This design comes from an exercise in tuning for a short achievable clock period and few clock cycles per item on the open sky130 flow, not from production work.
Where RTL was checked, it was by simulation tests only, not by an equivalence proof against the original.

==> inputs of run D <==
Design cpu_core, start of the top module:
module cpu_core (
    input  logic                  clk,
    input  logic                  rst,
    output logic                  o_raddr_valid,
    output logic [xlen-1:0]       o_raddr,
    input  logic                  i_raddr_ready,
    input  logic                  i_rdata_valid,
    input  logic [xlen-1:0]       i_rdata,
    output logic                  o_rdata_ready,
    output logic                  o_wb_en,
    output logic [reg_addr_w-1:0] o_wb_addr,
    output logic [xlen-1:0]       o_wb_data,
    output logic [xlen-1:0]       o_pc
);
==> flow/config.mk <==
export PLATFORM = sky130hd
export DESIGN_NAME = cpu_core
export DESIGN_NICKNAME = cpu_core
export VERILOG_FILES = /design/flow/design.v
export SDC_FILE = /design/flow/constraint.sdc
export NUM_CORES = 4
export LEC_CHECK = 0
export CAP_MARGIN = 20
export CORE_MARGIN = 2
export CORE_UTILIZATION = 40
export SLEW_MARGIN = 20
==> flow/constraint.sdc <==
create_clock -name core_clock -period 11.0 [get_ports {clk}]
set_input_delay 2.2000 -clock core_clock [delete_from_list [all_inputs] [get_ports {clk}]]
set_output_delay 2.2000 -clock core_clock [all_outputs]
set_load 0.01 [all_outputs]
standard.sh (not shown) runs the stock make flow with config.mk's settings and CLKGATE_MAP_FILE= SYNTH_SCRIPT=/design/flow/synth_recipe.tcl, a recipe that flattens the netlist after the stock synthesis.
==> flow/flow/run.sh <==
#!/bin/bash
# The standard layout, with timing repair asked for more setup margin
# than the design's period needs, so the resizer keeps working on the
# critical paths (the worst 30% of endpoints), free to pick any cell size,
# and with the port buffers made of plain buffers.
set -euo pipefail
bash standard.sh SETUP_SLACK_MARGIN=8 TNS_END_PERCENT=30 MATCH_CELL_FOOTPRINT=0 \
    BUFFER_PORTS_ARGS="-buffer_cell sky130_fd_sc_hd__buf_4" finish > standard_finish.log 2>&1
==> run F (differences from run D) <==
--- a/flow/design.v
+++ b/flow/design.v
@@ -81,31 +81,26 @@
     input  logic [reg_addr_w-1:0] i_rs1,
     output logic [xlen-1:0]       o_rs1_dout,
     input  logic [reg_addr_w-1:0] i_rs2,
     output logic [xlen-1:0]       o_rs2_dout,
     input  logic                  i_rd_en,
     input  logic [reg_addr_w-1:0] i_rd,
-    input  logic [31:1]           i_rd_sel,     
     input  logic [xlen-1:0]       i_rd_din
 );
     logic [xlen-1:0] regs [1:31];
     always_ff @(posedge clk) begin
         for (int i = 1; i < 32; i++) begin
-            if (i_rd_sel[i]) regs[i] <= i_rd_din;
+            if (i_rd_en && i_rd == 5'(i)) regs[i] <= i_rd_din;
         end
     end
-    logic        rs1_new;
-    logic        rs2_new;
-    assign rs1_new = i_rd_en && i_rd == i_rs1;
-    assign rs2_new = i_rd_en && i_rd == i_rs2;
     always_comb begin
-        o_rs1_dout = {xlen{rs1_new}} & i_rd_din;
-        o_rs2_dout = {xlen{rs2_new}} & i_rd_din;
+        o_rs1_dout = '0;
+        o_rs2_dout = '0;
         for (int i = 1; i < 32; i++) begin
-            o_rs1_dout = o_rs1_dout | ({xlen{i_rs1 == 5'(i) && !i_rd_sel[i]}} & regs[i]);
-            o_rs2_dout = o_rs2_dout | ({xlen{i_rs2 == 5'(i) && !i_rd_sel[i]}} & regs[i]);
+            o_rs1_dout = o_rs1_dout | ({xlen{i_rs1 == 5'(i)}} & regs[i]);
+            o_rs2_dout = o_rs2_dout | ({xlen{i_rs2 == 5'(i)}} & regs[i]);
         end
     end
 endmodule
 `default_nettype wire
 `default_nettype none
 import cpu_pkg::*;
@@ -183,13 +178,13 @@
     output logic [xlen-1:12] o_word_hi_up,    
     output logic [xlen-1:12] o_word_hi_dn,    
     output logic            o_word_bt,        
     output logic [xlen-1:0] o_resume          
 );
     localparam int bt_n = 8;
-    localparam int bt_w = 3;   
+    localparam int bt_w = $clog2(bt_n);
     logic [xlen-1:0] fa;
     logic            jump_pending;
     logic [xlen-1:0] jump_addr;
     logic [xlen-1:0] seq_next;
     logic            accept;
     logic            push_bt;
@@ -209,30 +204,26 @@
     logic [xlen-1:12] fa_dn;
     logic [bt_n-1:0] bt_valid;
     logic [xlen-1:2] bt_tag [0:bt_n-1];
     logic [xlen-1:0] bt_target [0:bt_n-1];
     logic [bt_w-1:0] bt_idx;
     logic            bt_hit;
-    logic [bt_n-1:0] bt_match;
     logic [bt_w-1:0] bt_widx;
     assign accept        = o_raddr_valid & i_raddr_ready;
     assign o_raddr       = fa;
     assign o_rdata_ready = 1'b1;
     assign o_word_pc     = q_head;
     assign o_word_bt     = q_head_bt;
     assign o_word_pc4    = q_head_pc4;
     assign o_word_hi_up  = q_head_up;
     assign o_word_hi_dn  = q_head_dn;
     assign fa4           = fa + xlen'(4);
     assign fa_up         = fa[xlen-1:12] + 1'b1;
     assign fa_dn         = fa[xlen-1:12] - 1'b1;
-    always_comb begin
-        for (int i = 0; i < bt_n; i++) bt_match[i] = bt_valid[i] & (bt_tag[i] == fa[xlen-1:2]);
-    end
     assign bt_idx   = fa[bt_w+1:2];
-    assign bt_hit   = |bt_match;
+    assign bt_hit   = bt_valid[bt_idx] & (bt_tag[bt_idx] == fa[xlen-1:2]);
     assign bt_widx  = i_bt_pc[bt_w+1:2];
     assign push_bt  = bt_hit & ~jump_pending;
     assign seq_next = jump_pending ? jump_addr : bt_hit ? bt_target[bt_idx] : fa4;
     always_ff @(posedge clk) begin
         if (rst) begin
             o_raddr_valid <= 1'b1;
@@ -332,14 +323,13 @@
     logic                  d_wr;
     logic [reg_addr_w-1:0] d_rd;
     logic [xlen-1:0]       d_rs1_dout;
     logic [xlen-1:0]       d_rs2_dout;
     logic                  d_fwd1;
     logic                  d_fwd2;
-    logic [xlen-1:0]       d_target_near;
-    logic                  d_far;
+    logic [xlen-1:0]       d_target;
     logic [11:0]           d_lo;
     logic                  d_lo_carry;
     logic [xlen-1:0]       d_pc4;
     logic [xlen-1:12]      d_hi_up;
     logic [xlen-1:12]      d_hi_down;
     logic                  d_ok;        
@@ -354,20 +344,12 @@
     logic                  d_eq_pc4;
     logic                  d_ok_guess;
     logic                  x_valid;
     logic [xlen-1:0]       x_pc;
     logic [xlen-1:0]       x_pc4;
     logic [xlen-1:0]       x_target;
-    logic [11:0]           x_lo;
-    logic [1:0]            x_hi_sel;
-    logic [xlen-1:12]      x_hi;
-    logic [xlen-1:12]      x_hi_up;
-    logic [xlen-1:12]      x_hi_dn;
-    logic                  x_far;
-    logic                  x_guessed;
-    logic                  x_far_guess;
     logic                  x_pred;
     logic [xlen-1:0]       x_a;
     logic [xlen-1:0]       x_b;
     logic [aop_w-1:0]      x_alu_op;
     logic                  x_branch;
     logic                  x_bne;
@@ -381,25 +363,21 @@
     logic [xlen-1:0]       expect_pc;   
     logic                  x_rf_we;
     logic                  w_en;
     logic [reg_addr_w-1:0] w_rd;
     logic [xlen-1:0]       w_data;
     logic [xlen-1:0]       w_pc;
-    logic                  r_en;
-    logic [reg_addr_w-1:0] r_rd;
-    logic [31:1]           r_sel;
-    logic [xlen-1:0]       r_data;
     cpu_control fetch (
         .clk             (clk),
         .rst             (rst),
         .i_raddr_ready   (i_raddr_ready),
         .i_rdata_valid   (i_rdata_valid),
         .i_redirect      (x_wrong),
         .i_redirect_addr (x_redirect_addr),
         .i_predict       (d_take),
-        .i_predict_addr  (d_target_near),
+        .i_predict_addr  (d_target),
         .i_bt_we         (x_valid & x_branch),
         .i_bt_taken      (x_eq_taken),
         .i_bt_pc         (x_pc),
         .i_bt_target     (x_target),
         .o_raddr_valid   (o_raddr_valid),
         .o_raddr         (o_raddr),
@@ -430,27 +408,31 @@
     reg_file rf (
         .clk        (clk),
         .i_rs1      (d_rs1),
         .o_rs1_dout (d_rs1_dout),
         .i_rs2      (d_rs2),
         .o_rs2_dout (d_rs2_dout),
-        .i_rd_en    (r_en),
-        .i_rd       (r_rd),
-        .i_rd_sel   (r_sel),
-        .i_rd_din   (r_data)
+        .i_rd_en    (x_rf_we),
+        .i_rd       (x_rd),
+        .i_rd_din   (x_result)
     );
     assign d_fwd1   = x_rf_we & d_use_rs1 & (x_rd == d_rs1);
     assign d_fwd2   = x_rf_we & d_use_rs2 & (x_rd == d_rs2);
     target_adder tadd (
         .i_pc    (d_pc[11:0]),
         .i_off   (d_imm_br[11:1]),
         .o_sum   (d_lo),
         .o_carry (d_lo_carry)
     );
-    assign d_target_near = {d_pc[xlen-1:12], d_lo};
-    assign d_far         = d_lo_carry ^ d_imm_br[12];
+    always_comb begin
+        case ({d_imm_br[12], d_lo_carry})
+            2'b01:   d_target = {d_hi_up,         d_lo};
+            2'b10:   d_target = {d_hi_down,       d_lo};
+            default: d_target = {d_pc[xlen-1:12], d_lo};
+        endcase
+    end
     assign d_eq_expect = (d_pc == expect_pc);
     assign d_eq_target = (d_pc == x_target);
     assign d_eq_pc4    = (d_pc == x_pc4);
     always_comb begin
         if (!x_valid)     d_ok = d_eq_expect;
         else if (x_taken) d_ok = d_eq_target;
@@ -472,72 +454,48 @@
             if (x_valid) expect_pc <= x_taken ? x_target : x_pc4;
         end
     end
     always_ff @(posedge clk) begin
         x_pc     <= d_pc;
         x_pc4    <= d_pc4;
-        x_lo     <= d_lo;
-        x_hi_sel <= {d_imm_br[12], d_lo_carry};
-        x_hi     <= d_pc[xlen-1:12];
-        x_hi_up  <= d_hi_up;
-        x_hi_dn  <= d_hi_down;
-        x_far    <= d_far;
+        x_target <= d_target;
         x_guess  <= d_predict & ~d_bt;
         x_lost   <= x_wrong;
         x_bt     <= d_bt;
-        x_a      <= ({xlen{d_fwd1}} & x_result)
-                  | ({xlen{d_use_rs1 & ~d_fwd1}} & d_rs1_dout);
-        x_b      <= ({xlen{d_fwd2}} & x_result)
-                  | ({xlen{d_use_rs2 & ~d_fwd2}} & d_rs2_dout)
-                  | ({xlen{~d_use_rs2}} & d_imm);
+        x_a      <= d_fwd1 ? x_result : d_use_rs1 ? d_rs1_dout : '0;
+        x_b      <= d_use_rs2 ? (d_fwd2 ? x_result : d_rs2_dout) : d_imm;
         x_alu_op <= d_alu_op;
         x_branch <= d_branch;
         x_bne    <= d_bne;
         x_wr     <= d_wr;
         x_rd     <= d_rd;
     end
-    always_comb begin
-        case (x_hi_sel)
-            2'b01:   x_target = {x_hi_up, x_lo};
-            2'b10:   x_target = {x_hi_dn, x_lo};
-            default: x_target = {x_hi,    x_lo};
-        endcase
-    end
     cpu_alu alu (
         .i_op           (x_alu_op),
         .i_a            (x_a),
         .i_b            (x_b),
         .i_is_bne       (x_bne),
         .o_result       (x_result),
         .o_branch_taken (x_eq_taken)
     );
-    assign x_guessed       = x_guess & ~x_lost;
-    assign x_pred          = x_guessed | x_bt;
+    assign x_pred          = (x_guess & ~x_lost) | x_bt;
     assign x_pred_br       = x_branch & x_pred;
     assign x_taken         = x_branch & x_eq_taken;
-    assign x_far_guess     = x_guessed & x_far;   
-    assign x_wrong         = x_valid & (x_branch ? ((x_eq_taken ^ x_pred) | x_far_guess) : x_bt);
-    assign x_redirect_addr = (x_pred & ~(x_far_guess & x_eq_taken)) ? (x_bt ? x_pc4 : d_resume) : x_target;
+    assign x_wrong         = x_valid & (x_branch ? (x_eq_taken ^ x_pred) : x_bt);
+    assign x_redirect_addr = x_pred ? (x_bt ? x_pc4 : d_resume) : x_target;
     always_ff @(posedge clk) begin
         if (rst) begin
-            w_en  <= 1'b0;
-            r_sel <= '0;
+            w_en <= 1'b0;
         end else begin
             w_en <= x_rf_we;
-            for (int i = 1; i < 32; i++) r_sel[i] <= x_rf_we && x_rd == 5'(i);
         end
     end
     always_ff @(posedge clk) begin
         w_rd   <= x_rd;
         w_data <= x_result;
         w_pc   <= x_pc;
-        r_en   <= x_rf_we;
-        if (x_rf_we) begin
-            r_rd   <= x_rd;
-            r_data <= x_result;
-        end
     end
     assign o_wb_en   = w_en;
     assign o_wb_addr = w_rd;
     assign o_wb_data = w_data;
     assign o_pc      = w_pc;
 endmodule
==> flow/flow/run.sh (replaced) <==
#!/bin/bash
# The standard layout, with timing repair asked for more setup margin
# than the design's period needs, so the resizer keeps working on the
# critical paths (the worst 30% of endpoints), free to pick any cell size,
# with the port buffers made of plain buffers, and signal routing kept
# off met1, which the cells' pins crowd.
set -euo pipefail
bash standard.sh SETUP_SLACK_MARGIN=8 TNS_END_PERCENT=30 MATCH_CELL_FOOTPRINT=0 MIN_ROUTING_LAYER=met2 \
    BUFFER_PORTS_ARGS="-buffer_cell sky130_fd_sc_hd__buf_4" finish > standard_finish.log 2>&1
==> results.sh <==
export IMPL_status="did not finish"
export IMPL_seq_area_frac_synth_pct=63.0
export IMPL_synth_xor_area_share_pct=2.32
export IMPL_use_met2_pct=74.6
export IMPL_dp_hpwl_mm=225
export IMPL_die_w_um=477
export IMPL_grt_max_degree=110
export IMPL_syn_area_um2=89700
export IMPL_cts_resized_gates=1263
export IMPL_haltStage="global routing (5_1_grt)"
export IMPL_synth_compound_area_share_pct=16.8
export IMPL_synth_fa_ha_area_share_pct=1.74
export IMPL_stop_error="[ERROR GRT-0116] Global routing finished with congestion. Check the congestion regions in the DRC Viewer."
export IMPL_avgSynthCellArea_um2=12.5
export IMPL_synthTopCellsByArea="edfxtp_1 (50%), dfxtp_1 (13%), a22oi_1 (5.3%), nor2_1 (2.4%), nand2_1 (2.3%)"
export IMPL_use_met1_pct=0
That was run F.
==> results.sh <==
export IMPL_synth_xor_area_share_pct=4.36
export IMPL_status="complete, no violations"
export IMPL_avgSynthCellArea_um2=12.8
export IMPL_dp_hpwl_mm=247
export IMPL_synthTopCellsByArea="edfxtp_1 (49%), dfxtp_1 (14%), a22oi_1 (3.7%), xnor2_1 (3.0%), a221oi_1 (2.4%)"
export IMPL_use_met1_pct=46.3
export IMPL_seq_cells=2169
export IMPL_syn_area_um2=92800
export IMPL_cts_resized_gates=1233
export IMPL_use_met2_pct=51.5
export IMPL_synth_fa_ha_area_share_pct=1.68
export IMPL_wl_per_cell_um=40.5
export IMPL_die_w_um=486
export IMPL_drive_gt1_share_pct=31.0
export IMPL_grt_pass1_vias=73307
export IMPL_seq_area_frac_synth_pct=63.2
export IMPL_grt_max_degree=100
That was run D.
Testbench counts of run D, summed over its fixed seeds: cycles 9,511, instrs 7,995.
Function not checked in run F: the RTL went through the layout flow alone.

[port drivers added, routing unchanged]
How much do the figures lean on ideal ports? The routed layout below was timed once more, with nothing changed but the port constraints.
Step 1 assumes that a clkbuf_16 drives the clock port and a buf_2 every other input.
Step 2 moves the port delays by t, midway between the first and last clock arrival at a register: inputs arrive t later, outputs are due t later. That takes back most of the time a late clock gives input paths.
Three values: ideal, step 1, step 2; two values: the first two.
run: run D
t (ns): 0.970
slack for setup (ns): 7.090 / 6.955 / 5.986
hold WS [ns]: 0.285 / 0.285 / 0.285
After both steps run D still meets setup and hold. The setup slack of run D moves by -0.135 ns with the drivers and by -1.104 ns with both steps.
